Source: an optimization exercise on an open RTL-to-GDS flow (aim: small area, a short achievable clock period and few clock cycles). Production flows keep margins and buffers that such runs may drop.
The RTL was checked by simulation tests, not by an equivalence proof against the original design.
No activity file was given, so power comes from the tool's default toggle rates.

**config.mk**
```make
export PLATFORM = sky130hd
export DESIGN_NAME = gc_controller_param
export DESIGN_NICKNAME = gc_controller_param
export VERILOG_FILES = /design/flow/design.v
export SDC_FILE = /design/flow/constraint.sdc
export NUM_CORES = 4
export LEC_CHECK = 0
export CAP_MARGIN = 20
export CELL_PAD_IN_SITES_DETAIL_PLACEMENT = 1
export CELL_PAD_IN_SITES_GLOBAL_PLACEMENT = 2
export CORE_MARGIN = 2
export CORE_UTILIZATION = 25
export PLACE_DENSITY = 0.45
export SLEW_MARGIN = 20
```
**constraint.sdc**
```tcl
create_clock -name core_clock -period 10.0 [get_ports {CLK}]
set_input_delay 2.0000 -clock core_clock [delete_from_list [all_inputs] [get_ports {CLK}]]
set_output_delay 2.0000 -clock core_clock [all_outputs]
set_load 0.01 [all_outputs]
```
**run.sh**
```bash
#!/bin/bash
# synth_recipe.tcl (not shown) runs the flow's synth.tcl, then flattens the netlist and writes it again
# the make line also repeats each setting of config.mk as NAME=value (left out here)
make -C /OpenROAD-flow-scripts/flow DESIGN_CONFIG=/design/flow/config.mk WORK_HOME=/design/flow/orfs CLKGATE_MAP_FILE= SYNTH_SCRIPT=/design/flow/synth_recipe.tcl finish
```
**design.v**
```verilog
module gc_controller_param #(
    parameter int BLK_W         = 8,
    parameter int PAGES_PER_BLK = 64,
    parameter int FREE_HIGH     = 8,
    parameter int FREE_LOW      = 2
) (
    input  logic             CLK,
    input  logic             nRST,
    input  logic             gc_ini,
    input  logic             gc_start,
    input  logic             invalid_flag,
    input  logic [BLK_W-1:0] invalid_blk_num,
    input  logic             new_active_request,
    input  logic             move_done_flag,
    output logic             gc_request,
    output logic             gc_interrupt,
    output logic             req_done,
    output logic [BLK_W-1:0] erase_blk_num,
    output logic [BLK_W-1:0] active_blk_num,
    output logic             move_flag,
    output logic [BLK_W:0]   free_cnt,
    output logic             busy
);
    localparam int NUM_BLK = 1 << BLK_W;
    localparam int PC_W    = $clog2(PAGES_PER_BLK + 1);
    localparam int NSTEP   = (PC_W + 1) / 2;
    localparam logic [PC_W-1:0]  PC_MAX      = PC_W'(PAGES_PER_BLK);
    localparam logic [BLK_W-1:0] LAST_IDX    = BLK_W'(NUM_BLK - 1);
    localparam logic [BLK_W-1:0] ONE_BLK     = BLK_W'(1);
    localparam logic [BLK_W:0]   ONE_FC      = (BLK_W + 1)'(1);
    localparam logic [BLK_W:0]   FREE_HIGH_C = (BLK_W + 1)'(FREE_HIGH);
    localparam logic [BLK_W:0]   FREE_LOW_C  = (BLK_W + 1)'(FREE_LOW);
    typedef enum logic [2:0] {
        ST_UNINIT,
        ST_INIT,
        ST_READY,
        ST_SEARCH,
        ST_PICK,
        ST_MOVE,
        ST_DONE
    } state_t;
    state_t           state_q, state_d;
    logic [BLK_W-1:0] idx_q, idx_d;
    logic [BLK_W-1:0] rd_ptr_q, rd_ptr_d;
    logic [BLK_W-1:0] wr_ptr_q, wr_ptr_d;
    logic [BLK_W:0]   free_cnt_q, free_cnt_d;
    logic [BLK_W-1:0] active_q, active_d;
    logic [BLK_W-1:0] erase_blk_q, erase_blk_d;
    logic [PC_W-1:0]  max_q, max_d;
    logic             erase_q, erase_d;
    logic             gc_request_q, gc_request_d;
    logic             gc_interrupt_q, gc_interrupt_d;
    logic             req_done_q, req_done_d;
    logic             move_flag_q, move_flag_d;
    logic             busy_q, busy_d;
    logic [PC_W-1:0]  inv_cnt_q [NUM_BLK];
    logic             closed_q  [NUM_BLK];
    logic             closed_d  [NUM_BLK];
    logic [BLK_W-1:0] fifo_q    [NUM_BLK];
    logic [NUM_BLK-1:0] alive_q, alive_d;
    logic             inc_en;
    logic             clr_en;
    logic [BLK_W-1:0] clr_blk;
    logic             close_en;
    logic             push_en;
    logic [BLK_W-1:0] push_data;
    logic             pop_en;
    logic             live;
    logic             load_alive;
    logic [NUM_BLK-1:0] bit_hi, bit_lo, alive_mid, alive_nxt;
    logic               any_hi, any_lo;
    logic [BLK_W-1:0]   pick_blk;
    logic [1:0]         step_q, step_d;
    always_comb begin
        for (int i = 0; i < NUM_BLK; i++) begin
            bit_hi[i] = 1'b0;
            bit_lo[i] = 1'b0;
            for (int s = 0; s < NSTEP; s++) begin
                if (step_q == 2'(s)) begin
                    bit_hi[i] = inv_cnt_q[i][PC_W-1-2*s];
                    if (PC_W-2-2*s >= 0) bit_lo[i] = inv_cnt_q[i][(PC_W-2-2*s >= 0) ? PC_W-2-2*s : 0];
                end
            end
        end
        any_hi    = |(alive_q & bit_hi);
        alive_mid = alive_q & (bit_hi | {NUM_BLK{~any_hi}});
        any_lo    = |(alive_mid & bit_lo);
        alive_nxt = alive_mid & (bit_lo | {NUM_BLK{~any_lo}});
    end
    always_comb begin
        pick_blk = '0;
        for (int i = NUM_BLK - 1; i >= 0; i--) begin
            if (alive_q[i]) pick_blk = BLK_W'(i);
        end
    end
    always_comb begin
        state_d     = state_q;
        idx_d       = idx_q;
        step_d      = step_q;
        rd_ptr_d    = rd_ptr_q;
        wr_ptr_d    = wr_ptr_q;
        free_cnt_d  = free_cnt_q;
        active_d    = active_q;
        erase_blk_d = erase_blk_q;
        max_d       = max_q;
        erase_d     = erase_q;
        alive_d     = alive_q;
        load_alive  = 1'b0;
        clr_en    = 1'b0;
        clr_blk   = idx_q;
        push_en   = 1'b0;
        push_data = idx_q;
        pop_en    = 1'b0;
        live   = (state_q != ST_UNINIT) && (state_q != ST_INIT);
        inc_en = live && invalid_flag;
        if (gc_ini) begin
            state_d    = ST_INIT;
            idx_d      = '0;
            rd_ptr_d   = '0;
            wr_ptr_d   = '0;
            free_cnt_d = '0;
        end else begin
            case (state_q)
                ST_UNINIT: begin
                    state_d = ST_UNINIT;
                end
                ST_INIT: begin
                    clr_en  = 1'b1;
                    clr_blk = idx_q;
                    if (idx_q != '0) begin
                        push_en   = 1'b1;
                        push_data = idx_q;
                    end
                    idx_d = idx_q + ONE_BLK;
                    if (idx_q == LAST_IDX) begin
                        state_d  = ST_READY;
                        active_d = '0;
                    end
                end
                ST_READY: begin
                    if (gc_start && gc_request_q) begin
                        state_d    = ST_SEARCH;
                        step_d     = '0;
                        load_alive = 1'b1;
                    end
                end
                ST_SEARCH: begin
                    alive_d = alive_nxt;
                    max_d[PC_W-1-2*0] = max_q[PC_W-1-2*0];
                    for (int s = 0; s < NSTEP; s++) begin
                        if (step_q == 2'(s)) begin
                            max_d[PC_W-1-2*s] = any_hi;
                            if (PC_W-2-2*s >= 0) max_d[(PC_W-2-2*s >= 0) ? PC_W-2-2*s : 0] = any_lo;
                        end
                    end
                    step_d = step_q + 2'd1;
                    if (step_q == 2'(NSTEP - 1)) begin
                        state_d = ST_PICK;
                    end
                end
                ST_PICK: begin
                    erase_blk_d = pick_blk;
                    erase_d     = (max_q != '0);
                    if ((max_q == '0) || (max_q == PC_MAX)) begin
                        state_d = ST_DONE;
                    end else begin
                        state_d = ST_MOVE;
                    end
                end
                ST_MOVE: begin
                    if (move_done_flag) begin
                        state_d = ST_DONE;
                    end
                end
                ST_DONE: begin
                    if (erase_q) begin
                        clr_en    = 1'b1;
                        clr_blk   = erase_blk_q;
                        push_en   = 1'b1;
                        push_data = erase_blk_q;
                    end
                    state_d = ST_READY;
                end
                default: begin
                    state_d = ST_UNINIT;
                end
            endcase
            if (live && new_active_request && (free_cnt_q != '0)) begin
                pop_en = 1'b1;
            end
        end
        close_en = pop_en;
        if (pop_en) begin
            active_d = fifo_q[rd_ptr_q];
            rd_ptr_d = rd_ptr_q + ONE_BLK;
        end
        if (push_en) begin
            wr_ptr_d = wr_ptr_q + ONE_BLK;
        end
        if (push_en && !pop_en) begin
            free_cnt_d = free_cnt_q + ONE_FC;
        end else if (pop_en && !push_en) begin
            free_cnt_d = free_cnt_q - ONE_FC;
        end
        if (load_alive) begin
            for (int i = 0; i < NUM_BLK; i++) alive_d[i] = closed_d[i];
        end
        gc_request_d   = (state_d == ST_READY) && (free_cnt_d < FREE_HIGH_C);
        gc_interrupt_d = gc_request_d && (free_cnt_d <= FREE_LOW_C);
        req_done_d     = (state_d == ST_DONE);
        move_flag_d    = (state_d == ST_MOVE);
        busy_d         = (state_d != ST_UNINIT) && (state_d != ST_READY);
    end
    always_ff @(posedge CLK) begin
        if (!nRST) begin
            state_q        <= ST_UNINIT;
            idx_q          <= '0;
            step_q         <= '0;
            rd_ptr_q       <= '0;
            wr_ptr_q       <= '0;
            free_cnt_q     <= '0;
            active_q       <= '0;
            erase_blk_q    <= '0;
            max_q          <= '0;
            erase_q        <= 1'b0;
            gc_request_q   <= 1'b0;
            gc_interrupt_q <= 1'b0;
            req_done_q     <= 1'b0;
            move_flag_q    <= 1'b0;
            busy_q         <= 1'b0;
        end else begin
            state_q        <= state_d;
            idx_q          <= idx_d;
            step_q         <= step_d;
            rd_ptr_q       <= rd_ptr_d;
            wr_ptr_q       <= wr_ptr_d;
            free_cnt_q     <= free_cnt_d;
            active_q       <= active_d;
            erase_blk_q    <= erase_blk_d;
            max_q          <= max_d;
            erase_q        <= erase_d;
            gc_request_q   <= gc_request_d;
            gc_interrupt_q <= gc_interrupt_d;
            req_done_q     <= req_done_d;
            move_flag_q    <= move_flag_d;
            busy_q         <= busy_d;
        end
    end
    always_comb begin
        for (int i = 0; i < NUM_BLK; i++) begin
            closed_d[i] = closed_q[i];
            if (close_en && (active_q == BLK_W'(i))) closed_d[i] = 1'b1;
            if (clr_en && (clr_blk == BLK_W'(i)))   closed_d[i] = 1'b0;
        end
    end
    always_ff @(posedge CLK) begin
        for (int i = 0; i < NUM_BLK; i++) begin
            closed_q[i] <= closed_d[i];
            if (clr_en && (clr_blk == BLK_W'(i))) begin
                inv_cnt_q[i] <= '0;
            end else if (inc_en && (invalid_blk_num == BLK_W'(i)) &&
                         (inv_cnt_q[i] != PC_MAX)) begin
                inv_cnt_q[i] <= inv_cnt_q[i] + PC_W'(1);
            end
        end
        alive_q <= alive_d;
    end
    always_ff @(posedge CLK) begin
        if (push_en) begin
            fifo_q[wr_ptr_q] <= push_data;
        end
    end
    assign gc_request     = gc_request_q;
    assign gc_interrupt   = gc_interrupt_q;
    assign req_done       = req_done_q;
    assign erase_blk_num  = erase_blk_q;
    assign active_blk_num = active_q;
    assign move_flag      = move_flag_q;
    assign free_cnt       = free_cnt_q;
    assign busy           = busy_q;
endmodule
```
==> key figures, run 1 <==
Run status
  • Status: finished clean

Power and ir drop
  • Leakage power total: between 0.08 and 0.09 uW
  • Max VDD drop: 0.181 mV
  • Power, Total: between 40000 and 50000 uW
  • Power per cell area: between 150 and 200 nW/um2

Timing
  • Setup violators final: 0
  • Final Max Tran Viols: 0
  • Slew HR: ~10%
  • Setup TNS: 0 ps
  • RSZ-0062 raised after global routing: no
  • Final Hold Vio Count: 0
  • Max Clk Rate: 126 MHz
  • Clk_skew: about 110 ps
  • Slew @ Worst Pin: 1340 ps
  • Period utilization: approximately four fifths
  • Final min period: between 7000 and 8000 ps
  • Fin Hold WS: approximately 460 ps

Cells and area
  • Nets: 20.3k
  • Layout cells sized above 1: 12.1%
  • Final core utilization: 29.5%
  • Multi-input combinational cell area: about 92000 um2
  • Filler cell count in the final layout: 92.3k
  • Area grow syn2layout: 17.9%
  • Post-Layout Cell Count: around 32k
  • Register area: 112000 um2

Global routing
  • Gr ovfl total: 0
  • Vias in the first global route: 163k
  • Largest net degree at the start of global routing: approximately 140
  • Initial antenna violation count: between 150 and 200
  • Total track usage: 25.2%
  • First-pass GRT wire length: about 1500000 um

Min path
  • Class of the worst hold path: reg2reg
  • WHS Endpoint: closed_q[124]$_DFF_P_
  • Hold Startpoint: closed_q[124]$_DFF_P_
  • WHS Path Cells: 2

Floorplanning
  • Core Box Area: 836000 um2
  • Starting Density: between 20% and 30%
  • Chip width: 919 um
  • Die height: around 900 um
  • I/O pin cnt: 45
  • Die ar.: roughly 840000 um2
  • Row count: about 340

Placed design
  • Number of port buffers: 44
  • GPL Wtd Cong: ~0.96
  • Inst Count DP: 30.4k
  • Post-DP HPWL: about 790000 um

Critical path
  • RR Endpoint: alive_q[177]$_DFFE_PP_
  • WP data arrival: between 8000 and 9000 ps
  • WS Path Type: reg2reg
  • CP Cell Sequence: inv_1 -> ha_4 -> buf_4 -> buf_12 -> and3b_1 -> o311ai_1 -> buf_4 -> a21boi_0 -> and4_1 -> nand4_1 -> nor4_1 -> and4_1 -> nor4_2 -> nor3_4 -> buf_4 -> o221ai_1 -> o21ai_0
  • Reg2reg path depth: 17
  • Worst path most repeated cell: buf_4
  • CP top delay family: simple AND/OR/NAND/NOR gates
  • CP Buf/Inv Count: 5
  • Crit path launch type: register
  • Reg-to-reg startpoint: step_q[1]$_SDFFE_PN0P_
  • CP endpoint kind: register
  • Critical Path Max Stage Delay: between 800 and 900 ps
  • WP data required: about 11000 ps
  • Slowest stage cell on the critical path: a21boi_0
  • R2r setup slk: between 2000 and 2500 ps
  • Worst Path Max Fanout: 64

Logic synthesis
  • Synth Area in XOR/XNOR: approximately 6.5%
  • Yosys top cell area share: between 30 and 40%
  • Mux cell area share after synthesis: under 10%
  • Cell type with the largest total area after synthesis: edfxtp_1
  • Post-synth cell types: 86
  • Adder-Cell Fraction of Synth Area: 3.14%
  • Primary FF master, synth: edfxtp_1
  • Number of synthesized flops with an enable pin: about 2.3k
  • Seq/Total Area, Yosys: 53.4%
  • Simple-Gate Fraction of Synth Area: about 17%
  • Seq cells post-synth: 4427
  • Main combinational cell family by area after synthesis: simple AND/OR/NAND/NOR gates
  • Yosys warning count: 4
  • Most frequent cell after synthesis: nor2_1
  • Synth Instances: about 19k
  • Syn_nets: a little under 20k
  • Post-Syn Area: roughly 210000 um2
  • Top cells by count, synth: 3479 x nor2_1, 2304 x edfxtp_1, 2123 x dfxtp_1, 1219 x nand2_1, 888 x xnor2_1
  • Largest cells by area after synthesis: edfxtp_1 33%, dfxtp_1 20%, mux4_2 7.3%, nor2_1 6.2%, xnor2_1 3.7%
  • Area fraction in compound gates after synthesis: 8.15%
  • Post-synth ARST share: 0%
  • Syn Area/Cell: roughly 11 um2

Clocking
  • Sink Count: 4427
  • Total CTS buffers: a little under 600
  • H-tree depth: 6
  • CTS tree: built
  • Clock buffer depth: 4
  • Gates resized, CTS repair: 0
  • Worst-skew pair later-pin latency: around 1200 ps
  • Clk slew on worst S/H paths: roughly 60 ps
  • Hold_buf cts: 0
  • Setup bufs post-CTS: 0
  • Root Driver: clkbuf_16

Routing
  • Top sig layer: met5
  • Wire length per cell: 34.8 um
  • WL final: 1100000 um
  • Drt pass-1 iters: 5
  • First DRT Iteration DRCs: approximately 14k
  • Met2 WL: slightly above 500000 um
  • DRC violations left: 0
  • DR WL met3: between 50000 and 60000 um
  • Avg Vias per Cell: a little over 5
  • Met1 Wirelength: 477000 um
  • Routed via count: ~160k
  • Routed Antenna Nets: 0

Job
  • Max cap viols: 0
==> flip-flops by register name (all words and copies together) (netlist names), 2 cells and up, named ones only <==
register and count:
wr_ptr_q 8, fifo_q 2048, erase_blk_q 8, active_q 8
state_q 3, free_cnt_q 9, idx_q 8, alive_q 256
closed_q 256, step_q 2, rd_ptr_q 8, max_q 7
inv_cnt_q 1792
==> cell families after synthesis <==
| group | count (synthesis) |
|---|---|
| XOR/XNOR | 1555 |
| multiplexers | 947 |
| adder cells (fa/ha/maj) | 525 |
| buffers and inverters | 1695 |
| AND/OR/NAND/NOR | 7629 |
| flip-flops | 4427 |
| AO/OA/AOI/OAI | 2578 |
==> per-stage QoR <==
stage | area, um2 | worst slack [ps]
after detailed placement | 227000 | 2070
after floorplan | 209000 | 630
after global routing | 246000 | 2190
after CTS | 246000 | 2280
after global placement | 227000 | 1770
final | 247000 | 2080
==> cell type report <==
type                    instances  area share, %
flip-flops and latches       4427           45.3
clock buffers                 853           6.67
repair buffers                777           2.67
inverters                     774           1.21
well taps                   11200           5.66
multi-input cells           13200           37.4
clock inverters               219          0.966
diodes                        160          0.162
==> cell usage in the layout (no fill, tap or decap), types with 272 or more instances in the layout <==
cell type and count:
xnor2_1 888, inv_1 763, ha_1 521, clkbuf_16 592, and3_1 452, nand3b_1 341, o21ai_0 319, dfxtp_1 2117
nand2_1 1192, nor2_1 3434, xor2_1 667, a21oi_1 854, buf_4 677, nor3_1 272, mux4_2 680, edfxtp_1 2304
nand3_1 746
==> report_power, final <==
| group | internal, uW | switching [uW] | total (uW) |
|---|---|---|---|
| Clock | 12100 | 8990 | 21100 |
| Sequential | 18900 | 5.98 | 19000 |
| Combinational | 25.6 | 128 | 153 |
==> worst min-delay path, cell delays in order, from the launching register on <==
cell and delay (ps):
dfxtp_1 310, a21oi_1 50, nor2_1 70
==> worst max-delay path by stage <==
stage,start,endpoint,slack [ps],cells after the start
floorplan,gc_ini,alive_q[0]$_DFFE_PP_,630,7
global placement,step_q[0]$_SDFFE_PN0P_,alive_q[234]$_DFFE_PP_,1770,15
detailed placement,gc_ini,alive_q[185]$_DFFE_PP_,2070,13
CTS,step_q[1]$_SDFFE_PN0P_,alive_q[177]$_DFFE_PP_,2280,16
global route,step_q[1]$_SDFFE_PN0P_,alive_q[177]$_DFFE_PP_,2190,15
finish,step_q[1]$_SDFFE_PN0P_,alive_q[177]$_DFFE_PP_,2080,17
==> layer usage <==
layer  GRT usage (%)  vias up
met4            11.5       16
met1            33.0    84400
li1                -    70900
met2            41.2     4370
met3            3.59     1376
met5               0        -
Testbench counts, summed over its fixed seeds: cycles 175,991.
==> run 2, diff against run 1 <==
--- a/design.v
+++ b/design.v
@@ -36,5 +36,4 @@
         ST_READY,
         ST_SEARCH,
-        ST_PICK,
         ST_MOVE,
         ST_DONE
@@ -60,4 +59,9 @@
     logic [NUM_BLK-1:0] alive_q, alive_d;
     logic             inc_en;
+    logic             inc_v_q;
+    logic [BLK_W-1:0] inc_b_q;
+    logic             cnt_we;
+    logic [BLK_W-1:0] cnt_wa;
+    logic [PC_W-1:0]  cnt_rd, cnt_wd;
     logic             clr_en;
     logic [BLK_W-1:0] clr_blk;
@@ -68,8 +72,9 @@
     logic             live;
     logic             load_alive;
-    logic [NUM_BLK-1:0] bit_hi, bit_lo, alive_mid, alive_nxt;
-    logic               any_hi, any_lo;
-    logic [BLK_W-1:0]   pick_blk;
-    logic [1:0]         step_q, step_d;
+    logic             low_d, crit_d;
+    logic [NUM_BLK-1:0] bit_hi, bit_lo, alive_nxt;
+    logic               any_hi, any_lo, any_lo_h, any_lo_l;
+    logic [BLK_W-1:0]   pick_a, pick_b, pick_blk;
+    logic [2:0]         step_q, step_d;
     always_comb begin
         for (int i = 0; i < NUM_BLK; i++) begin
@@ -77,5 +82,5 @@
             bit_lo[i] = 1'b0;
             for (int s = 0; s < NSTEP; s++) begin
-                if (step_q == 2'(s)) begin
+                if (step_q == 3'(s)) begin
                     bit_hi[i] = inv_cnt_q[i][PC_W-1-2*s];
                     if (PC_W-2-2*s >= 0) bit_lo[i] = inv_cnt_q[i][(PC_W-2-2*s >= 0) ? PC_W-2-2*s : 0];
@@ -84,13 +89,17 @@
         end
         any_hi    = |(alive_q & bit_hi);
-        alive_mid = alive_q & (bit_hi | {NUM_BLK{~any_hi}});
-        any_lo    = |(alive_mid & bit_lo);
-        alive_nxt = alive_mid & (bit_lo | {NUM_BLK{~any_lo}});
-    end
-    always_comb begin
-        pick_blk = '0;
+        any_lo_h  = |(alive_q & bit_hi & bit_lo);
+        any_lo_l  = |(alive_q & bit_lo);
+        any_lo    = any_hi ? any_lo_h : any_lo_l;
+        alive_nxt = alive_q & (bit_hi | {NUM_BLK{~any_hi}}) & (bit_lo | {NUM_BLK{~any_lo}});
+    end
+    always_comb begin
+        pick_a = '0;
+        pick_b = '0;
         for (int i = NUM_BLK - 1; i >= 0; i--) begin
-            if (alive_q[i]) pick_blk = BLK_W'(i);
-        end
+            if (alive_q[i]) pick_a = BLK_W'(i);
+            if (alive_q[i] && bit_hi[i]) pick_b = BLK_W'(i);
+        end
+        pick_blk = any_hi ? pick_b : pick_a;
     end
     always_comb begin
@@ -114,4 +123,16 @@
         live   = (state_q != ST_UNINIT) && (state_q != ST_INIT);
         inc_en = live && invalid_flag;
+        close_en = live && new_active_request && (free_cnt_q != '0);
+        if (state_q == ST_INIT) begin
+            clr_en  = 1'b1;
+            clr_blk = idx_q;
+            push_en   = (idx_q != '0);
+            push_data = idx_q;
+        end else if ((state_q == ST_DONE) && erase_q) begin
+            clr_en    = 1'b1;
+            clr_blk   = erase_blk_q;
+            push_en   = 1'b1;
+            push_data = erase_blk_q;
+        end
         if (gc_ini) begin
             state_d    = ST_INIT;
@@ -126,10 +147,4 @@
                 end
                 ST_INIT: begin
-                    clr_en  = 1'b1;
-                    clr_blk = idx_q;
-                    if (idx_q != '0) begin
-                        push_en   = 1'b1;
-                        push_data = idx_q;
-                    end
                     idx_d = idx_q + ONE_BLK;
                     if (idx_q == LAST_IDX) begin
@@ -146,25 +161,23 @@
                 end
                 ST_SEARCH: begin
+                  if (!inc_v_q) begin
                     alive_d = alive_nxt;
-                    max_d[PC_W-1-2*0] = max_q[PC_W-1-2*0];
                     for (int s = 0; s < NSTEP; s++) begin
-                        if (step_q == 2'(s)) begin
+                        if (step_q == 3'(s)) begin
                             max_d[PC_W-1-2*s] = any_hi;
                             if (PC_W-2-2*s >= 0) max_d[(PC_W-2-2*s >= 0) ? PC_W-2-2*s : 0] = any_lo;
                         end
                     end
-                    step_d = step_q + 2'd1;
-                    if (step_q == 2'(NSTEP - 1)) begin
-                        state_d = ST_PICK;
-                    end
-                end
-                ST_PICK: begin
-                    erase_blk_d = pick_blk;
-                    erase_d     = (max_q != '0);
-                    if ((max_q == '0) || (max_q == PC_MAX)) begin
-                        state_d = ST_DONE;
-                    end else begin
-                        state_d = ST_MOVE;
-                    end
+                    step_d = step_q + 3'd1;
+                    if (step_q == 3'(NSTEP - 1)) begin
+                        erase_blk_d = pick_blk;
+                        erase_d     = (max_d != '0);
+                        if ((max_d == '0) || (max_d == PC_MAX)) begin
+                            state_d = ST_DONE;
+                        end else begin
+                            state_d = ST_MOVE;
+                        end
+                    end
+                  end
                 end
                 ST_MOVE: begin
@@ -174,10 +187,4 @@
                 end
                 ST_DONE: begin
-                    if (erase_q) begin
-                        clr_en    = 1'b1;
-                        clr_blk   = erase_blk_q;
-                        push_en   = 1'b1;
-                        push_data = erase_blk_q;
-                    end
                     state_d = ST_READY;
                 end
@@ -186,26 +193,35 @@
                 end
             endcase
-            if (live && new_active_request && (free_cnt_q != '0)) begin
-                pop_en = 1'b1;
-            end
-        end
-        close_en = pop_en;
+            pop_en = close_en;
+        end
         if (pop_en) begin
             active_d = fifo_q[rd_ptr_q];
             rd_ptr_d = rd_ptr_q + ONE_BLK;
         end
-        if (push_en) begin
+        if (push_en && !gc_ini) begin
             wr_ptr_d = wr_ptr_q + ONE_BLK;
         end
-        if (push_en && !pop_en) begin
-            free_cnt_d = free_cnt_q + ONE_FC;
-        end else if (pop_en && !push_en) begin
-            free_cnt_d = free_cnt_q - ONE_FC;
+        if (!gc_ini) begin
+            if (push_en && !pop_en) begin
+                free_cnt_d = free_cnt_q + ONE_FC;
+            end else if (pop_en && !push_en) begin
+                free_cnt_d = free_cnt_q - ONE_FC;
+            end
         end
         if (load_alive) begin
             for (int i = 0; i < NUM_BLK; i++) alive_d[i] = closed_d[i];
         end
-        gc_request_d   = (state_d == ST_READY) && (free_cnt_d < FREE_HIGH_C);
-        gc_interrupt_d = gc_request_d && (free_cnt_d <= FREE_LOW_C);
+        if (pop_en && !push_en) begin
+            low_d  = (free_cnt_q <= FREE_HIGH_C);
+            crit_d = (free_cnt_q <= FREE_LOW_C + ONE_FC);
+        end else if (push_en && !pop_en) begin
+            low_d  = (free_cnt_q < FREE_HIGH_C - ONE_FC);
+            crit_d = (free_cnt_q < FREE_LOW_C);
+        end else begin
+            low_d  = (free_cnt_q < FREE_HIGH_C);
+            crit_d = (free_cnt_q <= FREE_LOW_C);
+        end
+        gc_request_d   = (state_d == ST_READY) && low_d;
+        gc_interrupt_d = gc_request_d && crit_d;
         req_done_d     = (state_d == ST_DONE);
         move_flag_d    = (state_d == ST_MOVE);
@@ -255,11 +271,28 @@
     end
     always_ff @(posedge CLK) begin
+        if (!nRST) begin
+            inc_v_q <= 1'b0;
+        end else begin
+            inc_v_q <= inc_en;
+        end
+        inc_b_q <= invalid_blk_num;
+    end
+    always_comb begin
+        cnt_rd = inv_cnt_q[inc_b_q];
+        cnt_we = clr_en || inc_v_q;
+        cnt_wa = clr_en ? clr_blk : inc_b_q;
+        if (clr_en) begin
+            cnt_wd = '0;
+        end else if (cnt_rd == PC_MAX) begin
+            cnt_wd = cnt_rd;
+        end else begin
+            cnt_wd = cnt_rd + PC_W'(1);
+        end
+    end
+    always_ff @(posedge CLK) begin
         for (int i = 0; i < NUM_BLK; i++) begin
             closed_q[i] <= closed_d[i];
-            if (clr_en && (clr_blk == BLK_W'(i))) begin
-                inv_cnt_q[i] <= '0;
-            end else if (inc_en && (invalid_blk_num == BLK_W'(i)) &&
-                         (inv_cnt_q[i] != PC_MAX)) begin
-                inv_cnt_q[i] <= inv_cnt_q[i] + PC_W'(1);
+            if (cnt_we && (cnt_wa == BLK_W'(i))) begin
+                inv_cnt_q[i] <= cnt_wd;
             end
         end
--- a/config.mk
+++ b/config.mk
@@ -10,5 +10,6 @@
 export CELL_PAD_IN_SITES_GLOBAL_PLACEMENT = 2
 export CORE_MARGIN = 2
-export CORE_UTILIZATION = 25
-export PLACE_DENSITY = 0.45
+export CORE_UTILIZATION = 45
+export PLACE_DENSITY = 0.6
+export SETUP_SLACK_MARGIN = 5
 export SLEW_MARGIN = 20
==> run 2 against run 1 <==
Effect of this change:
- synthesized cell count fell by 21%
- the run now fails in 5_1_grt
- synthesized area is 3.7% lower
==> key figures, run 2 <==
Run status
  • Status: did not finish
  • Stage where the run ended: 5_1_grt
  • Stop Error: [ERROR GRT-0116] Global routing finished with congestion. Check the congestion regions in the DRC Viewer.

Placed design
  • Post-DP Area: 215000 um2 (-5.2%)
  • Number of port buffers: 44 (unchanged)
  • Post-DP HPWL: 1200000 um (+51%)
  • GPL Wtd Cong: 1.47 (+53%)

Global routing
  • Total track usage: slightly above 90%
  • Gr ovfl total: 13.9k
  • First-pass GRT wire length: about 2800000 um
  • Vias in the first global route: ~230k
  • Largest net degree at the start of global routing: roughly 190

Logic synthesis
  • Most frequent cell after synthesis: edfxtp_1
  • Syn Area/Cell: 13.2 um2 (+22%)
  • Syn_nets: 15.3k (-23%)
  • Primary FF master, synth: edfxtp_1
  • Yosys top cell area share: 61.0% (+28 points)
  • Synth Instances: 15.3k (-21%)
  • Post-synth cell types: 95 (+10%)
  • Cell type with the largest total area after synthesis: edfxtp_1
  • Yosys warning count: 4 (unchanged)
  • Largest cells by area after synthesis: edfxtp_1 61%, mux4_2 7.6%, dfxtp_1 3.4%, nand2_1 3.3%, a21oi_1 2.2%
  • Number of synthesized flops with an enable pin: 4096 (+78%)
  • Seq/Total Area, Yosys: 64.4% (+11 points)
  • Seq cells post-synth: 4437 (+0.23%)
  • Top cells by count, synth: 4096 x edfxtp_1, 1761 x nand2_1, 1093 x nor2_1, 884 x a21oi_1, 699 x clkbuf_1
  • Post-Syn Area: 202000 um2 (-3.7%)
  • Post-synth ARST share: 0% (unchanged)

Clocking
  • Total CTS buffers: 467 (-20%)
  • Sink Count: 4437 (+0.23%)
  • H-tree depth: 5 (-1)
  • Root Driver: clkbuf_16
  • Hold_buf cts: 0 (unchanged)
  • Clock buffer depth: 4 (unchanged)

Floorplanning
  • I/O pin cnt: 45 (unchanged)
  • Chip width: 673 um (-27%)
  • Row count: 245 (-27%)
  • Die height: 673 um (-27%)
  • Starting Density: 45.2% (+20 points)
## run 2: worst max-delay path by stage
stage	start	endpoint	slack (ps)	cells past startpoint
4_1_cts	step_q[1]$_SDFFE_PN0P_	alive_q[119]$_DFFE_PP_	4470	23
3_3_place_gp	inc_b_q[1]$_DFF_P_	inv_cnt_q[4][2]$_DFFE_PP_	430	13
3_5_place_dp	inc_b_q[0]$_DFF_P_	inv_cnt_q[192][2]$_DFFE_PP_	1730	15
2_1_floorplan	inc_b_q[7]$_DFF_P_	inv_cnt_q[0][0]$_DFFE_PP_	4110	15
## run 2: power by group through the flow
stage / Combinational, uW / Clock (uW) / Sequential [uW]
floorplan: 641 / 0 / 21300
global placement: 2070 / 0 / 21300
detailed placement: 2080 / 0 / 21300
CTS: 5750 / 18100 / 20800
## run 2: timing repair
action | 4_1_cts
buffers inserted | 705
gates resized for setup | 2088
setup endpoints to repair | 5458
gates cloned | 290
pin swaps | 308
## run 2: logic make-up after synthesis
| group | share of synthesized area, % |
|---|---|
| buffers and inverters | 2.60 |
| AO/OA/AOI/OAI | 12.6 |
| XOR/XNOR | 0.143 |
| adder cells (fa/ha/maj) | 0.118 |
| flip-flops | 64.4 |
| AND/OR/NAND/NOR | 12.3 |
| multiplexers | 7.81 |
## run 2: layer usage
| layer | GRT usage (%) | overflow |
|---|---|---|
| met4 | 87.9 | 3307 |
| met5 | 63.7 | 159 |
| met2 | 102 | 7647 |
| met1 | 91.5 | 1556 |
| met3 | 81.7 | 1274 |
## run 2: through the flow
stage | utilization, % | worst slack, ps | hold WS (ps) | instances
4_1_cts | 57.2 | 4470 | 501 | 23000
3_5_place_dp | 48.3 | 1730 | 482 | 21100
3_3_place_gp | 48.1 | 430 | 468 | 21100
2_1_floorplan | - | 4110 | 449 | 15300
Testbench counts of run 2, summed over its fixed seeds: cycles 173,992.

==> what the ideal ports hide <==
In the flow no input, the clock included, has a driving cell. The finished layout below was timed again as built, in two steps. Step 1 sets driving cells, clkbuf_16 on the clock port and buf_2 on the other inputs (assumed; they add their load-dependent delay and slew). Step 2 also shifts input and output timing later by t, the mid clock arrival at the registers, as if the neighbouring blocks saw the same clock. a / b / c = no drivers / after step 1 / after step 2; a / b = the first two.
run: run 1
t (ns): 1.256
setup WS [ns]: 2.076 / 2.076 / 2.063
worst setup path at the end: input to register
latest minus earliest clock arrival (ns): 0.107 / 0.107
worst register clock-pin slew, ns: 0.07 / 0.07
After both steps setup and hold are still met in run 1. For run 1, drivers alone change the setup slack by 0.000 ns; drivers and shift together by -0.013 ns.
